From an optimization exercise on the open Yosys and OpenROAD flow, aimed at small area; shortcuts taken in it are not production practice. Function was checked by simulation only, so behaviour that the tests miss may differ from the original. Power figures rest on the tool's default switching activity, not on a simulated workload.

// regfile_sb
module regfile_sb
#(
    parameter int unsigned DW = regfile_pkg::DW,
    parameter int unsigned AW = regfile_pkg::AW
) (
    input  logic              clock,
    input  logic              reset,
    input  logic [AW-1:0]     rna,
    input  logic [AW-1:0]     rnb,
    input  logic              use_a,
    input  logic              use_b,
    output logic [DW-1:0]     qa,
    output logic [DW-1:0]     qb,
    input  logic              we,
    input  logic [AW-1:0]     wn,
    input  logic [DW-1:0]     d,
    input  logic              issue,
    input  logic [AW-1:0]     issue_rd,
    output logic              stall,
    output logic [2**AW-1:0]  busy
);
Size in the first run: ~3300 cells after synthesis, ~1000 flip-flops, roughly 39000 sq um of cells after synthesis.
export LEC_CHECK = 0
export CAP_MARGIN = 20
export CORE_MARGIN = 2
export CORE_UTILIZATION = 40
export PLACE_DENSITY = 0.5
export SLEW_MARGIN = 20
export SYNTH_HIERARCHICAL = 1
export SYNTH_MINIMUM_KEEP_SIZE = 0
create_clock -name core_clock -period 5.5 [get_ports {clock}]
standard.sh (not shown) runs the stock make flow with config.mk's settings and CLKGATE_MAP_FILE= SYNTH_SCRIPT=/design/flow/synth_recipe.tcl, a recipe that flattens the netlist after the stock synthesis.
==> flow/flow/run.sh <==
#!/bin/bash
# The standard layout (standard.sh), with two changes to the cells it adds:
#  - port buffers use the smallest buffer (buf_1) instead of the flow's default pick;
#  - the clock tree uses clkbuf_8 leaf buffers driving up to 16 flip-flops each,
#    and no dummy loads.
set -e
export BUFFER_PORTS_ARGS="-buffer_cell sky130_fd_sc_hd__buf_1"
export CTS_ARGS="-sink_clustering_enable -repair_clock_nets -dont_use_dummy_load -sink_clustering_size 16 -sink_clustering_max_diameter 60 -buf_list {sky130_fd_sc_hd__clkbuf_8}"
bash standard.sh > standard.log 2>&1
The starting point ran to the end with no violations.
Then changed:
--- a/flow/flow/run.sh
+++ b/flow/flow/run.sh
@@ -5 +5,2 @@
-#    and no dummy loads.
+#    and no dummy loads;
+#  - after global routing, non-critical gates are downsized (RECOVER_POWER).
@@ -8 +9,2 @@
-export CTS_ARGS="-sink_clustering_enable -repair_clock_nets -dont_use_dummy_load -sink_clustering_size 16 -sink_clustering_max_diameter 60 -buf_list {sky130_fd_sc_hd__clkbuf_8}"
+export CTS_ARGS="-sink_clustering_enable -repair_clock_nets -dont_use_dummy_load -sink_clustering_size 16 -sink_clustering_max_diameter 100 -buf_list {sky130_fd_sc_hd__clkbuf_8}"
+export RECOVER_POWER=100
PLACE_DENSITY = default   (was 0.5)
The changed run finished but fails on capacitance limit, slew limit. Synthesized area is unchanged. Die area stays the same. Clock skew goes down by 0.0082 ns. Wire length fell by roughly a tenth. Total power fell by a few percent. Utilization went down by 0.53 points. Combinational power fell by a few percent. Clock-buffer cell count fell by 27. Design area fell slightly. First-iteration DRC count climbs by roughly a tenth. Hold slack hardly moves.
Then changed:
==> flow/flow/run.sh (replaced) <==
#!/bin/bash
# The standard layout (standard.sh), with two changes to the cells it adds:
#  - port buffers use the smallest buffer (buf_1) instead of the flow's default pick;
#  - the clock tree uses clkbuf_8 leaf buffers driving up to 14 flip-flops each,
#    and no dummy loads.
set -e
export BUFFER_PORTS_ARGS="-buffer_cell sky130_fd_sc_hd__buf_1"
export CTS_ARGS="-sink_clustering_enable -repair_clock_nets -dont_use_dummy_load -sink_clustering_size 14 -sink_clustering_max_diameter 80 -buf_list {sky130_fd_sc_hd__clkbuf_8}"
bash standard.sh > standard.log 2>&1
This time the run finished clean.
Clock-buffer cell count rose by 9.
Wire length stays flat.
Utilization goes up by 0.20 points.
Final area grows slightly.
Then changed:
--- a/flow/flow/run.sh
+++ b/flow/flow/run.sh
@@ -5 +5,2 @@
-#    and no dummy loads.
+#    and no dummy loads;
+#  - after global routing, non-critical gates are downsized (RECOVER_POWER).
@@ -8,0 +10 @@
+export RECOVER_POWER=100
Outcome: This time the run produced a layout that fails on capacitance limit, slew limit; design area is about the same; routed wire length is about the same; sequential cell count is unchanged; synthesized area does not change.

The RTL this note starts from:
==> flow/design.v <==
package regfile_pkg;
    localparam int unsigned DW       = 32;
    localparam int unsigned AW       = 5;
    localparam int unsigned NREG     = 2 ** AW;
    localparam int unsigned REG_ZERO = 0;
endpackage
module regfile_rdmux
#(
    parameter int unsigned AW = regfile_pkg::AW
) (
    input  logic [2**AW-1:1] sel,
    input  logic [2**AW-1:1] din,
    output logic             q
);
    logic [10:0] n;
    logic [2:0]  p;
    for (genvar k = 0; k < 10; k++) begin : g_aoi
        regfile_aoi222 u_aoi (
            .a1(sel[3*k+1]), .a2(din[3*k+1]),
            .b1(sel[3*k+2]), .b2(din[3*k+2]),
            .c1(sel[3*k+3]), .c2(din[3*k+3]),
            .y (n[k])
        );
    end
    regfile_nand2 u_n31 (.a(sel[31]), .b(din[31]), .y(n[10]));
    regfile_nand4 u_p0 (.a(n[0]), .b(n[1]), .c(n[2]), .d(n[3]), .y(p[0]));
    regfile_nand4 u_p1 (.a(n[4]), .b(n[5]), .c(n[6]), .d(n[7]), .y(p[1]));
    regfile_nand3 u_p2 (.a(n[8]), .b(n[9]), .c(n[10]), .y(p[2]));
    regfile_or3   u_q  (.a(p[0]), .b(p[1]), .c(p[2]), .y(q));
endmodule
module regfile_aoi222 (
    input  logic a1, a2, b1, b2, c1, c2,
    output logic y
);
    assign y = ~((a1 & a2) | (b1 & b2) | (c1 & c2));
endmodule
module regfile_nand2 (
    input  logic a, b,
    output logic y
);
    assign y = ~(a & b);
endmodule
module regfile_nand3 (
    input  logic a, b, c,
    output logic y
);
    assign y = ~(a & b & c);
endmodule
module regfile_nand4 (
    input  logic a, b, c, d,
    output logic y
);
    assign y = ~(a & b & c & d);
endmodule
module regfile_or3 (
    input  logic a, b, c,
    output logic y
);
    assign y = a | b | c;
endmodule
module regfile_ao22 (
    input  logic a1, a2, b1, b2,
    output logic y
);
    assign y = (a1 & a2) | (b1 & b2);
endmodule
module regfile_and2 (
    input  logic a, b,
    output logic y
);
    assign y = a & b;
endmodule
module regfile_oa21 (
    input  logic a1, a2, b,
    output logic y
);
    assign y = (a1 | a2) & b;
endmodule
module regfile_scoreboard
#(
    parameter int unsigned AW = regfile_pkg::AW
) (
    input  logic              clock,
    input  logic              reset,
    input  logic [2**AW-1:1]  sel_a,
    input  logic [2**AW-1:1]  sel_b,
    input  logic              use_a,
    input  logic              use_b,
    input  logic [2**AW-1:1]  hold,
    input  logic              issue,
    input  logic [AW-1:0]     issue_rd,
    output logic              stall,
    output logic [2**AW-1:0]  busy
);
    localparam int unsigned NR = 2 ** AW;
    logic [NR-1:1] busy_q, busy_d, set;
    logic          hit_a, hit_b;
    logic          set_en;
    regfile_rdmux #(.AW(AW)) u_hita (.sel(sel_a), .din(busy_q), .q(hit_a));
    regfile_rdmux #(.AW(AW)) u_hitb (.sel(sel_b), .din(busy_q), .q(hit_b));
    assign stall  = (use_a && hit_a) || (use_b && hit_b);
    assign set_en = !reset && issue && !stall;
    always_comb begin
        for (int i = 1; i < int'(NR); i++) begin
            set[i]    = set_en && (issue_rd == AW'(i));
            busy_d[i] = set[i] || (busy_q[i] && hold[i]);
        end
    end
    always_ff @(posedge clock) begin
        busy_q <= busy_d;
    end
    assign busy = {busy_q, 1'b0};
endmodule
module regfile_sb
#(
    parameter int unsigned DW = regfile_pkg::DW,
    parameter int unsigned AW = regfile_pkg::AW
) (
    input  logic              clock,
    input  logic              reset,
    input  logic [AW-1:0]     rna,
    input  logic [AW-1:0]     rnb,
    input  logic              use_a,
    input  logic              use_b,
    output logic [DW-1:0]     qa,
    output logic [DW-1:0]     qb,
    input  logic              we,
    input  logic [AW-1:0]     wn,
    input  logic [DW-1:0]     d,
    input  logic              issue,
    input  logic [AW-1:0]     issue_rd,
    output logic              stall,
    output logic [2**AW-1:0]  busy
);
    localparam int unsigned NR = 2 ** AW;
    logic [DW-1:0] regs_q [1:NR-1];
    logic [NR-1:1] load, hold;
    logic [NR-1:1] sel_a, sel_b;
    logic [3:0] lo_a, lo_b, lo_w, nlo_w;
    logic [7:0] hi_a, hi_b, hi_w, nhi_w;
    logic       nreset;
    always_comb begin
        for (int k = 0; k < 4; k++) begin
            lo_a[k]  = (rna[1:0] == 2'(k));
            lo_b[k]  = (rnb[1:0] == 2'(k));
            lo_w[k]  = we && !reset && (wn[1:0] == 2'(k));
            nlo_w[k] = !lo_w[k];
        end
        for (int m = 0; m < 8; m++) begin
            hi_a[m]  = (rna[4:2] == 3'(m));
            hi_b[m]  = (rnb[4:2] == 3'(m));
            hi_w[m]  = (wn[4:2] == 3'(m));
            nhi_w[m] = !hi_w[m];
        end
        nreset = !reset;
    end
    for (genvar i = 1; i < int'(NR); i++) begin : g_dec
        regfile_and2 u_sa (.a(lo_a[i%4]), .b(hi_a[i/4]), .y(sel_a[i]));
        regfile_and2 u_sb (.a(lo_b[i%4]), .b(hi_b[i/4]), .y(sel_b[i]));
        regfile_and2 u_ld (.a(lo_w[i%4]), .b(hi_w[i/4]), .y(load[i]));
        regfile_oa21 u_hd (.a1(nlo_w[i%4]), .a2(nhi_w[i/4]), .b(nreset), .y(hold[i]));
    end
    logic [DW-1:0] regs_d [1:NR-1];
    for (genvar i = 1; i < int'(NR); i++) begin : g_wr
        for (genvar j = 0; j < int'(DW); j++) begin : g_bit
            regfile_ao22 u_nxt (
                .a1(regs_q[i][j]), .a2(hold[i]),
                .b1(d[j]),         .b2(load[i]),
                .y (regs_d[i][j])
            );
        end
    end
    always_ff @(posedge clock) begin
        for (int i = 1; i < int'(NR); i++) begin
            regs_q[i] <= regs_d[i];
        end
    end
    for (genvar j = 0; j < int'(DW); j++) begin : g_rd
        logic [NR-1:1] col;
        for (genvar i = 1; i < int'(NR); i++) begin : g_col
            assign col[i] = regs_q[i][j];
        end
        regfile_rdmux #(.AW(AW)) u_rda (.sel(sel_a), .din(col), .q(qa[j]));
        regfile_rdmux #(.AW(AW)) u_rdb (.sel(sel_b), .din(col), .q(qb[j]));
    end
    regfile_scoreboard #(
        .AW (AW)
    ) u_scoreboard (
        .clock    (clock),
        .reset    (reset),
        .sel_a    (sel_a),
        .sel_b    (sel_b),
        .use_a    (use_a),
        .use_b    (use_b),
        .hold     (hold),
        .issue    (issue),
        .issue_rd (issue_rd),
        .stall    (stall),
        .busy     (busy)
    );
endmodule
==> flow/config.mk <==
export PLATFORM = sky130hd
export DESIGN_NAME = regfile_sb
export DESIGN_NICKNAME = regfile_sb
export VERILOG_FILES = /design/flow/design.v
export SDC_FILE = /design/flow/constraint.sdc
export NUM_CORES = 4
export LEC_CHECK = 0
export CAP_MARGIN = 20
export CORE_MARGIN = 2
export CORE_UTILIZATION = 40
export SLEW_MARGIN = 20
export SYNTH_HIERARCHICAL = 1
export SYNTH_MINIMUM_KEEP_SIZE = 0
==> flow/constraint.sdc <==
create_clock -name core_clock -period 5.5 [get_ports {clock}]
set_input_delay 1.1000 -clock core_clock [delete_from_list [all_inputs] [get_ports {clock}]]
set_output_delay 1.1000 -clock core_clock [all_outputs]
set_load 0.01 [all_outputs]
==> flow/flow/run.sh <==
#!/bin/bash
# The standard layout (standard.sh), with two changes to the cells it adds:
#  - port buffers use the smallest buffer (buf_1) instead of the flow's default pick;
#  - the clock tree uses clkbuf_8 leaf buffers driving up to 15 flip-flops each,
#    and no dummy loads.
set -e
export BUFFER_PORTS_ARGS="-buffer_cell sky130_fd_sc_hd__buf_1"
export CTS_ARGS="-sink_clustering_enable -repair_clock_nets -dont_use_dummy_load -sink_clustering_size 15 -sink_clustering_max_diameter 100 -buf_list {sky130_fd_sc_hd__clkbuf_8}"
bash standard.sh > standard.log 2>&1
Next try:
==> flow/flow/run.sh (replaced) <==
#!/bin/bash
# The standard layout (standard.sh), with two changes to the cells it adds:
#  - port buffers use the smallest buffer (buf_1) instead of the flow's default pick;
#  - the clock tree uses clkbuf_8 leaf buffers driving up to 16 flip-flops each,
#    and no dummy loads.
set -e
export BUFFER_PORTS_ARGS="-buffer_cell sky130_fd_sc_hd__buf_1"
export CTS_ARGS="-sink_clustering_enable -repair_clock_nets -dont_use_dummy_load -sink_clustering_size 16 -sink_clustering_max_diameter 100 -buf_list {sky130_fd_sc_hd__clkbuf_8}"
bash standard.sh > standard.log 2>&1
Count of clock-buffer cells in the layout drops by 4.
Routed wire length hardly moves.
Cell count is about the same.
Via count is about the same.
Final area is about the same.

==> re-timing with driven ports <==
In the flow no input, the clock included, has a driving cell. The finished layouts below were timed again as built, in two steps. Step 1 (the two cells are an assumption about what drives the block):
set clk [get_ports {clock}]
set_driving_cell -lib_cell sky130_fd_sc_hd__clkbuf_16 $clk
set_driving_cell -lib_cell sky130_fd_sc_hd__buf_2 [delete_from_list [all_inputs] $clk]
Step 2, shift: input delay + t, output delay - t, t = (earliest + latest rising clock arrival at the registers) / 2. This alone moves slack from input paths to output paths. Slacks: no drivers / after step 1 / after step 2; pairs: no drivers / after step 1.
run	shift t [ns]	slack for setup (ns)	slew at the worst register clock pin (ns)	pins driven straight from the clock port
the first run of note 1	0.841	0.273 / 0.166 / 0.166	0.11 / 0.11	1
the second run of note 1	0.799	0.256 / 0.197 / 0.022	0.12 / 0.12	1
the third run of note 1	0.807	0.439 / 0.366 / 0.366	0.10 / 0.10	1
the fourth run of note 1	0.805	0.385 / 0.290 / -0.117	0.11 / 0.11	1
the first run of note 2	0.801	0.453 / 0.357 / 0.357	0.12 / 0.12	1
the second run of note 2	0.800	0.435 / 0.363 / 0.363	0.12 / 0.12	1
The setup slack of the fourth run of note 1, which loses most, moves by -0.095 ns with the drivers and by -0.502 ns with both steps.
